Background: an optimization exercise with open tools, aiming at small area, a short achievable clock period and few clock cycles. Do not read the settings as production practice.
At most, simulation tests tie the RTL to the original design; equivalence was not proved.

== before ==
==> flow/design.v <==
module aes_sbox (
    input  logic [7:0] a,
    output logic [7:0] y
);
    logic U0,U1,U2,U3,U4,U5,U6,U7;
    logic T1,T2,T3,T4,T5,T6,T7,T8,T9,T10,T11,T12,T13,T14,T15,T16,T17,T18,T19,T20,T21,T22,T23,T24,T25,T26,T27;
    logic M1,M2,M3,M4,M5,M6,M7,M8,M9,M10,M11,M12,M13,M14,M15,M16,M17,M18,M19,M20,M21,M22,M23,M24,M25,M26,M27,M28,M29,M30;
    logic M31,M32,M33,M34,M35,M36,M37,M38,M39,M40,M41,M42,M43,M44,M45,M46,M47,M48,M49,M50,M51,M52,M53,M54,M55,M56,M57,M58,M59,M60,M61,M62,M63;
    logic L0,L1,L2,L3,L4,L5,L6,L7,L8,L9,L10,L11,L12,L13,L14,L15,L16,L17,L18,L19,L20,L21,L22,L23,L24,L25,L26,L27,L28,L29;
    assign {U0,U1,U2,U3,U4,U5,U6,U7} = a;
    assign T1 = U0 ^ U3;
    assign T2 = U0 ^ U5;
    assign T3 = U0 ^ U6;
    assign T4 = U3 ^ U5;
    assign T5 = U4 ^ U6;
    assign T6 = T1 ^ T5;
    assign T7 = U1 ^ U2;
    assign T8 = U7 ^ T6;
    assign T9 = U7 ^ T7;
    assign T10 = T6 ^ T7;
    assign T11 = U1 ^ U5;
    assign T12 = U2 ^ U5;
    assign T13 = T3 ^ T4;
    assign T14 = T6 ^ T11;
    assign T15 = T5 ^ T11;
    assign T16 = T5 ^ T12;
    assign T17 = T9 ^ T16;
    assign T18 = U3 ^ U7;
    assign T19 = T7 ^ T18;
    assign T20 = T1 ^ T19;
    assign T21 = U6 ^ U7;
    assign T22 = T7 ^ T21;
    assign T23 = T2 ^ T22;
    assign T24 = T2 ^ T10;
    assign T25 = T20 ^ T17;
    assign T26 = T3 ^ T16;
    assign T27 = T1 ^ T12;
    assign M1 = T13 & T6;
    assign M2 = T23 & T8;
    assign M3 = T14 ^ M1;
    assign M4 = T19 & U7;
    assign M5 = M4 ^ M1;
    assign M6 = T3 & T16;
    assign M7 = T22 & T9;
    assign M8 = T26 ^ M6;
    assign M9 = T20 & T17;
    assign M10 = M9 ^ M6;
    assign M11 = T1 & T15;
    assign M12 = T4 & T27;
    assign M13 = M12 ^ M11;
    assign M14 = T2 & T10;
    assign M15 = M14 ^ M11;
    assign M16 = M3 ^ M2;
    assign M17 = M5 ^ T24;
    assign M18 = M8 ^ M7;
    assign M19 = M10 ^ M15;
    assign M20 = M16 ^ M13;
    assign M21 = M17 ^ M15;
    assign M22 = M18 ^ M13;
    assign M23 = M19 ^ T25;
    assign M24 = M22 ^ M23;
    assign M25 = M22 & M20;
    assign M26 = M21 ^ M25;
    assign M27 = M20 ^ M21;
    assign M28 = M23 ^ M25;
    assign M29 = M28 & M27;
    assign M30 = M26 & M24;
    assign M31 = M20 & M23;
    assign M32 = M27 & M31;
    assign M33 = M27 ^ M25;
    assign M34 = M21 & M22;
    assign M35 = M24 & M34;
    assign M36 = M24 ^ M25;
    assign M37 = M21 ^ M29;
    assign M38 = M32 ^ M33;
    assign M39 = M23 ^ M30;
    assign M40 = M35 ^ M36;
    assign M41 = M38 ^ M40;
    assign M42 = M37 ^ M39;
    assign M43 = M37 ^ M38;
    assign M44 = M39 ^ M40;
    assign M45 = M42 ^ M41;
    assign M46 = M44 & T6;
    assign M47 = M40 & T8;
    assign M48 = M39 & U7;
    assign M49 = M43 & T16;
    assign M50 = M38 & T9;
    assign M51 = M37 & T17;
    assign M52 = M42 & T15;
    assign M53 = M45 & T27;
    assign M54 = M41 & T10;
    assign M55 = M44 & T13;
    assign M56 = M40 & T23;
    assign M57 = M39 & T19;
    assign M58 = M43 & T3;
    assign M59 = M38 & T22;
    assign M60 = M37 & T20;
    assign M61 = M42 & T1;
    assign M62 = M45 & T4;
    assign M63 = M41 & T2;
    assign L0 = M61 ^ M62;
    assign L1 = M50 ^ M56;
    assign L2 = M46 ^ M48;
    assign L3 = M47 ^ M55;
    assign L4 = M54 ^ M58;
    assign L5 = M49 ^ M61;
    assign L6 = M62 ^ L5;
    assign L7 = M46 ^ L3;
    assign L8 = M51 ^ M59;
    assign L9 = M52 ^ M53;
    assign L10 = M53 ^ L4;
    assign L11 = M60 ^ L2;
    assign L12 = M48 ^ M51;
    assign L13 = M50 ^ L0;
    assign L14 = M52 ^ M61;
    assign L15 = M55 ^ L1;
    assign L16 = M56 ^ L0;
    assign L17 = M57 ^ L1;
    assign L18 = M58 ^ L8;
    assign L19 = M63 ^ L4;
    assign L20 = L0 ^ L1;
    assign L21 = L1 ^ L7;
    assign L22 = L3 ^ L12;
    assign L23 = L18 ^ L2;
    assign L24 = L15 ^ L9;
    assign L25 = L6 ^ L10;
    assign L26 = L7 ^ L9;
    assign L27 = L8 ^ L10;
    assign L28 = L11 ^ L14;
    assign L29 = L11 ^ L17;
    assign y[7] = L6 ^ L24;
    assign y[6] = ~(L16 ^ L26);
    assign y[5] = ~(L19 ^ L28);
    assign y[4] = L6 ^ L21;
    assign y[3] = L20 ^ L22;
    assign y[2] = L25 ^ L29;
    assign y[1] = ~(L13 ^ L27);
    assign y[0] = ~(L6 ^ L23);
endmodule
module aes_inv_key_sched (
    input  logic         clk,
    input  logic         rst_n,
    input  logic         clear,
    input  logic [127:0] key_in,
    input  logic         key_valid,
    output logic         key_ready,
    output logic [127:0] rk_out,
    output logic [3:0]   rk_round,
    output logic         rk_valid,
    input  logic         rk_ready,
    output logic         rk_last,
    output logic         busy
);
    logic [127:0] key_reg;
    logic [3:0]   ctr;
    logic         busy_q, ready_q, emit_q, last_q;
    logic         dir_q;    
    logic [31:0]  w0, w1, w2, w3;
    logic [31:0]  sbox_in, rot, sub, t;
    logic [7:0]   rcon;
    logic [31:0]  n0, n1, n2, n3, t_f;
    logic         e, f;
    assign w0 = key_reg[127:96];
    assign w1 = key_reg[95:64];
    assign w2 = key_reg[63:32];
    assign w3 = key_reg[31:0];
    assign sbox_in = w3 ^ ({32{dir_q}} & w2);
    assign rot     = {sbox_in[23:0], sbox_in[31:24]};
    for (genvar b = 0; b < 4; b++) begin : g_sbox
        aes_sbox u_sbox (
            .a (rot[8*b +: 8]),
            .y (sub[8*b +: 8])
        );
    end
    always_comb begin
        case (ctr)
            4'd1:    rcon = 8'h01;
            4'd2:    rcon = 8'h02;
            4'd3:    rcon = 8'h04;
            4'd4:    rcon = 8'h08;
            4'd5:    rcon = 8'h10;
            4'd6:    rcon = 8'h20;
            4'd7:    rcon = 8'h40;
            4'd8:    rcon = 8'h80;
            4'd9:    rcon = 8'h1b;
            4'd10:   rcon = 8'h36;
            default: rcon = 8'h00;
        endcase
    end
    assign t = sub ^ {rcon, 24'h000000};
    assign e   = !emit_q || rk_ready;
    assign f   = e && !dir_q;
    assign t_f = {32{f}} & t;
    assign n0 = w0 ^ ({32{e}} & t);
    assign n1 = w1 ^ ({32{e}} & w0) ^ t_f;
    assign n2 = w2 ^ ({32{e}} & w1) ^ ({32{f}} & n0);
    assign n3 = w3 ^ ({32{e}} & w2) ^ ({32{f}} & n1);
    always_ff @(posedge clk) key_reg <= busy_q ? {n0, n1, n2, n3} : key_in;
    always_ff @(posedge clk) begin
        if (!busy_q)                      ctr <= 4'd1;
        else if (!emit_q) begin
            if (ctr != 4'd10)             ctr <= ctr + 4'd1;
        end else if (rk_ready)            ctr <= ctr - 4'd1;
    end
    logic accept, fwd_done, rk_hs, done;
    assign accept   = !busy_q && key_valid;
    assign fwd_done = busy_q && !emit_q && (ctr == 4'd10);
    assign rk_hs    = emit_q && rk_ready;
    assign done     = rk_hs && (ctr == 4'd0);
    always_ff @(posedge clk) begin
        if (clear || !busy_q) dir_q <= 1'b0;
        else if (fwd_done)    dir_q <= 1'b1;
    end
    always_ff @(posedge clk or negedge rst_n) begin
        if (!rst_n) begin
            busy_q  <= 1'b0;
            ready_q <= 1'b1;
            emit_q  <= 1'b0;
            last_q  <= 1'b0;
        end else if (clear) begin
            busy_q  <= 1'b0;
            ready_q <= 1'b1;
            emit_q  <= 1'b0;
            last_q  <= 1'b0;
        end else begin
            if (accept) begin
                busy_q  <= 1'b1;
                ready_q <= 1'b0;
            end else if (done) begin
                busy_q  <= 1'b0;
                ready_q <= 1'b1;
            end
            if (fwd_done)  emit_q <= 1'b1;
            else if (done) emit_q <= 1'b0;
            if (rk_hs) last_q <= (ctr == 4'd1);
        end
    end
    assign key_ready = ready_q;
    assign busy      = busy_q;
    assign rk_valid  = emit_q;
    assign rk_last   = last_q;
    assign rk_out    = key_reg;
    assign rk_round  = ctr;
endmodule
Settings: LEC_CHECK=0, CAP_MARGIN=20, CORE_MARGIN=2, CORE_UTILIZATION=40, SLEW_MARGIN=20; clock period 25.0 ns.
standard.sh (not shown) runs the stock make flow with config.mk's settings and CLKGATE_MAP_FILE= SYNTH_SCRIPT=/design/flow/synth_recipe.tcl, a recipe that flattens the netlist after the stock synthesis.
==> flow/flow/run.sh <==
#!/bin/bash
# The standard layout (standard.sh), with these changes:
#  - synthesis maps logic with an area-oriented ABC script (flow/area.abc)
#    instead of ORFS's speed script; everything else in synthesis is as in
#    synth_recipe.tcl (same register mapping, flattening and renaming);
#  - the port buffers are buf_1 cells (repair_timing upsizes those on critical paths);
#  - repair_timing works to a setup margin of MARGIN ns (the SDC and its
#    clock period are unchanged).
set -euo pipefail
D=$(pwd)
MARGIN=$(cat flow/margin.txt)
{ cat flow/my_abc.tcl; cat synth_recipe.tcl; } > my_synth.tcl
sed 's#/synth_recipe.tcl#/my_synth.tcl#' standard.sh > my_standard.sh
export MY_ABC_SCRIPT=$D/flow/area.abc
export BUFFER_PORTS_ARGS="-buffer_cell sky130_fd_sc_hd__buf_1"
export SETUP_SLACK_MARGIN=$MARGIN
bash my_standard.sh > standard.log 2>&1
==> flow/flow/area.abc <==
strash
&get -n
&st
&dch -f
&nf -a -R 1000
&put
topo
stime -c
buffer -c
upsize -c
dnsize -c
==> flow/flow/margin.txt <==
18.5
==> flow/flow/my_abc.tcl <==
proc abc {args} {
  set i [lsearch -exact $args -script]
  if {$i >= 0 && [info exists ::env(MY_ABC_SCRIPT)]} { lset args [expr {$i+1}] $::env(MY_ABC_SCRIPT) }
  set j [lsearch -exact $args -D]
  if {$j >= 0 && [info exists ::env(MY_ABC_NO_D)]} { set args [lreplace $args $j [expr {$j+1}]] }
  yosys abc {*}$args
}
Testbench counts of before, summed over its fixed seeds: cycles 7,040.
### before -> after
==> flow/design.v, changed modules only <==
module aes_inv_key_sched (
    input  logic         clk,
    input  logic         rst_n,
    input  logic         clear,
    input  logic [127:0] key_in,
    input  logic         key_valid,
    output logic         key_ready,
    output logic [127:0] rk_out,
    output logic [3:0]   rk_round,
    output logic         rk_valid,
    input  logic         rk_ready,
    output logic         rk_last,
    output logic         busy
);
    logic [127:0] key_reg;
    logic [3:0]   ctr;
    logic         busy_q, ready_q, emit_q, last_q;
    logic         dir_q;    
    logic [31:0]  w0, w1, w2, w3;
    logic [31:0]  sbox_in, rot, sub, t;
    logic [7:0]   rcon;     
    logic [31:0]  n0, n1, n2, n3, t_f;
    logic         e, f;
    assign w0 = key_reg[127:96];
    assign w1 = key_reg[95:64];
    assign w2 = key_reg[63:32];
    assign w3 = key_reg[31:0];
    assign sbox_in = w3 ^ ({32{dir_q}} & w2);
    assign rot     = {sbox_in[23:0], sbox_in[31:24]};
    for (genvar b = 0; b < 4; b++) begin : g_sbox
        aes_sbox u_sbox (
            .a (rot[8*b +: 8]),
            .y (sub[8*b +: 8])
        );
    end
    assign t = sub ^ {rcon, 24'h000000};
    assign e   = !dir_q || rk_ready;
    assign f   = !dir_q;    
    assign t_f = {32{f}} & t;
    assign n0 = w0 ^ ({32{e}} & t);
    assign n1 = w1 ^ ({32{e}} & w0) ^ t_f;
    assign n2 = w2 ^ ({32{e}} & w1) ^ ({32{f}} & n0);
    assign n3 = w3 ^ ({32{e}} & w2) ^ ({32{f}} & n1);
    always_ff @(posedge clk) key_reg <= busy_q ? {n0, n1, n2, n3} : key_in;
    logic rcon_last;
    assign rcon_last = rcon[5] && rcon[2];    
    always_ff @(posedge clk) begin
        if (!busy_q)                      rcon <= 8'h01;
        else if (!dir_q) begin
            if (!rcon_last)               rcon <= {rcon[6:0], 1'b0} ^ (rcon[7] ? 8'h1b : 8'h00);
        end else if (rk_ready)            rcon <= rcon[0] ? ({1'b1, rcon[7:1]} ^ 8'h0d) : {1'b0, rcon[7:1]};
    end
    always_ff @(posedge clk) begin
        if (!busy_q)                      ctr <= 4'd10;
        else if (dir_q && rk_ready)       ctr <= ctr - 4'd1;
    end
    logic accept, fwd_done, rk_hs, done;
    assign accept   = !busy_q && key_valid;
    assign fwd_done = busy_q && !dir_q && rcon_last;
    assign rk_hs    = emit_q && rk_ready;
    assign done     = rk_hs && (ctr == 4'd0);
    always_ff @(posedge clk) begin
        if (clear || !busy_q) dir_q <= 1'b0;
        else if (fwd_done)    dir_q <= 1'b1;
    end
    always_ff @(posedge clk or negedge rst_n) begin
        if (!rst_n) begin
            busy_q  <= 1'b0;
            ready_q <= 1'b1;
            emit_q  <= 1'b0;
            last_q  <= 1'b0;
        end else if (clear) begin
            busy_q  <= 1'b0;
            ready_q <= 1'b1;
            emit_q  <= 1'b0;
            last_q  <= 1'b0;
        end else begin
            if (accept) begin
                busy_q  <= 1'b1;
                ready_q <= 1'b0;
            end else if (done) begin
                busy_q  <= 1'b0;
                ready_q <= 1'b1;
            end
            if (fwd_done)  emit_q <= 1'b1;
            else if (done) emit_q <= 1'b0;
            if (rk_hs) last_q <= (ctr == 4'd1);
        end
    end
    assign key_ready = ready_q;
    assign busy      = busy_q;
    assign rk_valid  = emit_q;
    assign rk_last   = last_q;
    assign rk_out    = key_reg;
    assign rk_round  = ctr;
endmodule
Notes after the runs:
Relative to before, the sequential share of layout area of after is higher by 0.25 points.
Going from before to after, average wire per standard cell shrank by about 3.2%, area of all sequential standard cells held steady, hold slack held steady, relative area of clock buffers and inverters in the final design grew by 0.39 points.
Diff after and before: post-synthesis instance area lower in after
For after, only the layout was checked, not whether the RTL still works.

[re-timing with driven ports]
Ports are ideal in the flow. The routed layouts listed here were re-timed in OpenROAD.
Step 1 (the two cells are an assumption about what drives the block):
set clk [get_ports {clk}]
set_driving_cell -lib_cell sky130_fd_sc_hd__clkbuf_16 $clk
set_driving_cell -lib_cell sky130_fd_sc_hd__buf_2 [delete_from_list [all_inputs] $clk]
Step 2 times the ports against the registers' clock, not the clock port: input delays grow and output delays shrink by t, the midpoint of the rising clock arrivals with the driver on.
Three values: ideal, step 1, step 2; two values: the first two.
run	shift t [ns]	setup WS [ns]	worst setup path after step 2
before	0.492	18.562 / 18.587 / 18.094	input to register
after	0.495	18.671 / 18.624 / 18.337	input to register
After both steps every run listed still meets setup and hold. The setup slack of before, which loses most, moves by +0.025 ns with the drivers and by -0.468 ns with both steps.
